Source: an optimization exercise on an open RTL-to-GDS flow (aim: small area, a short achievable clock period and few clock cycles per item). Production flows keep margins and buffers that such runs may drop. Function was checked by simulation only, so behaviour that the tests miss may differ from the original. Power and IR drop assume default switching activity.

## covariance_accumulator
module covariance_accumulator
#(
   parameter int DATA_W = 16,
   parameter int LOG2_N = 2
) (
   input  logic              clk,
   input  logic              rst,
   input  logic              start,
   input  logic              in_valid,
   output logic              in_ready,
   input  logic [DATA_W-1:0] x_in,
   input  logic [DATA_W-1:0] y_in,
   output logic              bram_ena,
   output logic              bram_wea,
   output logic [1:0]        bram_addra,
   output logic [31:0]       bram_dina,
   output logic              busy,
   output logic              done
);
   localparam int W = pca_pkg::ACC_W;
   logic       rdy_q, busy_q, ena_q, done_q;
   logic [1:0] cnt_q;                     
   logic [2:0] ph_q;                      
   logic [1:0] addr_q;
   logic [15:0]  xq, yq;                  
   logic [16:0]  sq;                      
   logic         first_q;                 
   logic         sxx_q, syy_q;            
   logic [W-1:0] a_s, a_c, b_s, b_c, c_s, c_c;
   logic [W-1:0] a_s_d, a_c_d, b_s_d, b_c_d, c_s_d, c_c_d;
   logic [31:0]  dina_q;
   logic         accept;
   logic [15:0]  xg, yg;
   assign accept = in_valid & rdy_q;
   assign xg     = x_in & {16{accept}};
   assign yg     = y_in & {16{accept}};
   always_ff @(posedge clk) begin
      xq      <= xg;
      yq      <= yg;
      sq      <= {xg[15], xg} + {yg[15], yg};
      first_q <= accept & (cnt_q == 2'd0);
   end
   cov_sq_acc u_xx (
      .x     (xq),
      .acc_s (a_s & {W{~first_q}}),
      .acc_c (a_c & {W{~first_q}}),
      .sum_s (a_s_d),
      .sum_c (a_c_d)
   );
   cov_sq_acc u_yy (
      .x     (yq),
      .acc_s (b_s & {W{~first_q}}),
      .acc_c (b_c & {W{~first_q}}),
      .sum_s (b_s_d),
      .sum_c (b_c_d)
   );
   cov_sq17_acc u_ss (
      .x     (sq),
      .g     (sxx_q),
      .m0    (a_s),
      .m1    (a_c),
      .m2    (b_s),
      .m3    (b_c),
      .acc_s (c_s & {W{~first_q}}),
      .acc_c (c_c & {W{~first_q}}),
  ...
Size: ~2800 cells after synthesis, roughly 75 I/O pins, roughly 26000 µm² of cells after synthesis.
clock: 8.5 ns
lec_check: 0
cap_margin: 20
core_margin: 2
core_utilization: 40
setup_slack_margin: 5
slew_margin: 20
run.sh (not shown) runs the stock make flow with config.mk's settings and CLKGATE_MAP_FILE= SYNTH_SCRIPT=/design/flow/synth_recipe.tcl, a recipe that flattens the netlist after the stock synthesis.
The first run completed without violations.
Testbench counts at the start, summed over its fixed seeds: cycles 5,128, windows 512.
Change:
==> flow/flow/run.sh (new file) <==
#!/bin/bash
set -euo pipefail
bash standard.sh SETUP_SLACK_MARGIN=5.4 finish > flow_make.log 2>&1
==> flow/standard.sh (new file) <==
#!/bin/bash
# synth_recipe.tcl (not shown) runs the flow's synth.tcl, then flattens the netlist and writes it again
# the make line also repeats each setting of config.mk as NAME=value (left out here)
make -C /OpenROAD-flow-scripts/flow DESIGN_CONFIG=/design/flow/config.mk WORK_HOME=/design/flow/orfs CLKGATE_MAP_FILE= SYNTH_SCRIPT=/design/flow/synth_recipe.tcl "${@:-finish}"
removed: flow/run.sh
Outcome: The changed run went through all stages and came out clean. Cell area is higher by roughly a tenth. Wire length is higher by roughly a tenth. Worst hold slack improves by 0.010 ns.

========
covariance_accumulator, a different RTL version from the one above (not shown whole).
Size: about 5500 cells after synthesis, about 290 flip-flops.
==> flow/config.mk <==
export PLATFORM = sky130hd
export DESIGN_NAME = covariance_accumulator
export DESIGN_NICKNAME = covariance_accumulator
export VERILOG_FILES = /design/flow/design.v
export SDC_FILE = /design/flow/constraint.sdc
export NUM_CORES = 4
export LEC_CHECK = 0
export ABC_AREA = 1
export CAP_MARGIN = 20
export CORE_MARGIN = 2
export CORE_UTILIZATION = 50
export SETUP_SLACK_MARGIN = 5
export SLEW_MARGIN = 20
==> flow/constraint.sdc <==
create_clock -name core_clock -period 8.5 [get_ports {clk}]
set_input_delay 1.7000 -clock core_clock [delete_from_list [all_inputs] [get_ports {clk}]]
set_output_delay 1.7000 -clock core_clock [all_outputs]
set_load 0.01 [all_outputs]
standard.sh (not shown) runs the stock make flow with config.mk's settings and CLKGATE_MAP_FILE= SYNTH_SCRIPT=/design/flow/synth_recipe.tcl, a recipe that flattens the netlist after the stock synthesis.
==> flow/flow/run.sh <==
#!/bin/bash
# The standard layout, except that synthesis leaves the adder trees to ABC
# instead of mapping them onto full-adder cells (ADDER_MAP_FILE empty), and
# timing repair aims at a tighter period than the design's clock. The clock,
# constraints, registers and the rest of the flow are the standard ones.
set -euo pipefail
bash standard.sh ADDER_MAP_FILE= SETUP_SLACK_MARGIN=5.65 finish > flow_make.log 2>&1
The baseline completed without violations.
Testbench counts at the start, summed over its fixed seeds: cycles 5,128, windows 512.
Next try:
--- a/flow/flow/run.sh
+++ b/flow/flow/run.sh
@@ -6,2 +6,2 @@
 set -euo pipefail
-bash standard.sh ADDER_MAP_FILE= SETUP_SLACK_MARGIN=5.65 finish > flow_make.log 2>&1
+bash standard.sh ADDER_MAP_FILE= SETUP_SLACK_MARGIN=5.5 finish > flow_make.log 2>&1
--- a/flow/config.mk
+++ b/flow/config.mk
@@ -10,3 +10,3 @@
 export CORE_MARGIN = 2
-export CORE_UTILIZATION = 50
+export CORE_UTILIZATION = 40
 export SETUP_SLACK_MARGIN = 5
Effect:
- The changed run produced a clean layout
- core utilization fell by 11 points
- routed wire length fell by 2.9%
- global-route usage fell by 7.3 points
- power fell by 1.6%
- setup slack loses 0.13 ns
- maximum frequency fell by 4.5%
- final area fell by 0.66%
- die area rose by 25%
- non-clock buffer count fell by 25
Next try:
--- a/flow/config.mk
+++ b/flow/config.mk
@@ -10,3 +10,3 @@
 export CORE_MARGIN = 2
-export CORE_UTILIZATION = 40
+export CORE_UTILIZATION = 55
 export SETUP_SLACK_MARGIN = 5
Total power hardly moves. Design area came out lower by about 0.9%. Global-route usage came out higher by 9.5 points. Worst hold slack gains 0.0073 ns. Sequential share of layout area came out higher by 0.16 points. Cell count came out lower by 4.1%. Non-clock buffer count came out higher by 7. Synthesized cell count does not change.
Next try:
--- a/flow/flow/run.sh
+++ b/flow/flow/run.sh
@@ -6,2 +6,2 @@
 set -euo pipefail
-bash standard.sh ADDER_MAP_FILE= SETUP_SLACK_MARGIN=5.5 finish > flow_make.log 2>&1
+bash standard.sh ADDER_MAP_FILE= SETUP_SLACK_MARGIN=5.65 finish > flow_make.log 2>&1
--- a/flow/config.mk
+++ b/flow/config.mk
@@ -7,6 +7,5 @@
 export LEC_CHECK = 0
-export ABC_AREA = 1
 export CAP_MARGIN = 20
 export CORE_MARGIN = 2
-export CORE_UTILIZATION = 55
+export CORE_UTILIZATION = 40
 export SETUP_SLACK_MARGIN = 5
Result:
- critical path depth is higher by 12
- core utilization is lower by 10 points
- combinational power is higher by 9.4%
- sequential power is higher by about 8%
- total power is higher by 6.8%
- routed wire length is lower by 16%
- sequential share of layout area is higher by 0.30 points

========
## run A
covariance_accumulator, a different RTL version from the one above (not shown whole).
For scale: ~75 I/O pins, about 26000 sq um of cells after synthesis.
## covariance_accumulator
module covariance_accumulator
#(
   parameter int DATA_W = 16,
   parameter int LOG2_N = 2
) (
   input  logic              clk,
   input  logic              rst,
   input  logic              start,
   input  logic              in_valid,
   output logic              in_ready,
   input  logic [DATA_W-1:0] x_in,
   input  logic [DATA_W-1:0] y_in,
   output logic              bram_ena,
   output logic              bram_wea,
   output logic [1:0]        bram_addra,
   output logic [31:0]       bram_dina,
   output logic              busy,
   output logic              done
);
clock: 8.5 ns
lec_check: 0
abc_area: 1
cap_margin: 20
core_margin: 2
core_utilization: 40
setup_slack_margin: 5
slew_margin: 20
run.sh (not shown) runs the stock make flow with config.mk's settings and CLKGATE_MAP_FILE= SYNTH_SCRIPT=/design/flow/synth_recipe.tcl, a recipe that flattens the netlist after the stock synthesis.
Stock flow here: none of the scripts above is used.
Testbench counts of run A, summed over its fixed seeds: cycles 5,128, windows 512.
Changes in run B relative to run A:
==> flow/flow/run.sh (new file) <==
#!/bin/bash
# The standard layout, except that synthesis leaves the adder trees to ABC
# instead of mapping them onto full-adder cells (ADDER_MAP_FILE empty), and
# timing repair aims at a tighter period than the design's clock. The clock,
# constraints, registers and the rest of the flow are the standard ones.
set -euo pipefail
bash standard.sh ADDER_MAP_FILE= SETUP_SLACK_MARGIN=5.5 finish > flow_make.log 2>&1
==> flow/standard.sh (new file) <==
#!/bin/bash
# synth_recipe.tcl (not shown) runs the flow's synth.tcl, then flattens the netlist and writes it again
# the make line also repeats each setting of config.mk as NAME=value (left out here)
make -C /OpenROAD-flow-scripts/flow DESIGN_CONFIG=/design/flow/config.mk WORK_HOME=/design/flow/orfs CLKGATE_MAP_FILE= SYNTH_SCRIPT=/design/flow/synth_recipe.tcl "${@:-finish}"
removed: flow/run.sh
==> run notes <==
Every stage of the flow completed for run A, and the final layout passed the timing, design-rule and antenna checks.
Run B | status: complete | timing, DRC, antenna: pass
The setup slack of the critical path after layout number comes out lower for run A vs run B.
Compared run B vs run A, and logic depth of the worst register-to-register path is up in run B.
Sort run A and run B by logic gate share of total power asc -> top: run A
Changes in run C relative to run B:
==> flow/flow/run.sh <==
#!/bin/bash
# The standard layout, except that:
#  - synthesis leaves the adder trees to ABC instead of mapping them onto
#    full-adder cells (ADDER_MAP_FILE empty), and Yosys's generic synth step
#    skips its quick ABC pass (synth -noabc), so the final ABC mapping starts
#    from the design's own XOR/majority trees;
#  - timing repair aims at a tighter period than the design's clock.
# The clock, constraints, registers and the rest of the flow are the standard ones.
set -euo pipefail
sed '1s/.*/proc synth {args} { yosys synth -nofsm -noshare -noabc {*}$args }/' \
   synth_recipe.tcl > synth_noabc.tcl
grep -q -- '-noabc' synth_noabc.tcl
bash standard.sh SYNTH_SCRIPT="$PWD/synth_noabc.tcl" ADDER_MAP_FILE= SETUP_SLACK_MARGIN=5.5 finish > flow_make.log 2>&1
==> comparison <==
Run B finished end to end and its layout was clean on timing, DRC and antenna. Run C ran to completion and came out clean on the timing, design-rule and antenna checks. The lower final cell count came out of run B. Against run B, wire length of the first global-routing pass in run C rose slightly. Against run B, final instance area in run C came out worse. Going from run B to run C, count of clock-net buffers in the final layout went down about 14%, relative slew slack went up 15 points, sequential share of cell area went down 0.29 points. [compare] base=run B new=run C: final routed wire length divided by cell count now sits lower; global-route usage went down 0.18 points.
Input-level comparison between run D and run C:
- ABC_AREA: 1 -> unset
==> flow/flow/run.sh <==
#!/bin/bash
# The standard layout, except that synthesis leaves the adder trees to ABC
# instead of mapping them onto full-adder cells (ADDER_MAP_FILE empty), and
# timing repair aims at a tighter period than the design's clock. The clock,
# constraints, registers and the rest of the flow are the standard ones.
set -euo pipefail
bash standard.sh ADDER_MAP_FILE= SETUP_SLACK_MARGIN=5.5 finish > flow_make.log 2>&1
## What came out
When run D is measured against run C, its total net switching power turns out 500 uW lower.
Run D vs. run C: sum of buffers and inverters on the critical path rose by 2; worst hold slack increased 34 ps.

-- port drivers added, routing unchanged --
The results above use ideal ports. As a check the final layouts listed here were re-extracted and re-timed, cells and wires unchanged. Step 1 assumes that a clkbuf_16 drives the clock port and a buf_2 every other input. Step 2 moves the port delays by t, midway between the first and last clock arrival at a register: inputs arrive t later, outputs are due t later. That takes back most of the time a late clock gives input paths. Three values: ideal ports, drivers, drivers and shift; two values: the first two.
run | shift t [ns] | slack for setup (ns) | hold slack, ns | worst data-port slew with drivers (ns) | cell pins on the clock port's net
the first run of note 1 | 0.629 | 5.019 / 5.037 / 4.428 | 0.479 / 0.479 / 0.479 | 0.05 | 1
the second run of note 1 | 0.611 | 5.155 / 5.084 / 4.473 | 0.489 / 0.489 / 0.489 | 0.21 | 1
the first run of note 2 | 0.652 | 5.680 / 5.613 / 5.287 | 0.418 / 0.418 / 0.418 | 0.06 | 1
the second run of note 2 | 0.651 | 5.548 / 5.484 / 5.199 | 0.417 / 0.417 / 0.417 | 0.05 | 1
the third run of note 2 | 0.653 | 5.540 / 5.476 / 5.251 | 0.424 / 0.424 / 0.424 | 0.06 | 1
the fourth run of note 2 | 0.618 | 5.077 / 5.077 / 5.077 | 0.468 / 0.468 / 0.468 | 0.03 | 1
run A | 0.618 | 5.041 / 5.018 / 4.802 | 0.434 / 0.434 / 0.434 | 0.06 | 1
run B | 0.659 | 5.539 / 5.471 / 5.169 | 0.423 / 0.423 / 0.423 | 0.04 | 1
run C | 0.663 | 5.554 / 5.486 / 5.110 | 0.427 / 0.427 / 0.427 | 0.06 | 1
run D | 0.625 | 5.350 / 5.350 / 5.344 | 0.461 / 0.461 / 0.461 | 0.04 | 1
After both steps every run listed still meets setup and hold. For the second run of note 1, which loses most, drivers alone change the setup slack by -0.071 ns; drivers and shift together by -0.682 ns.
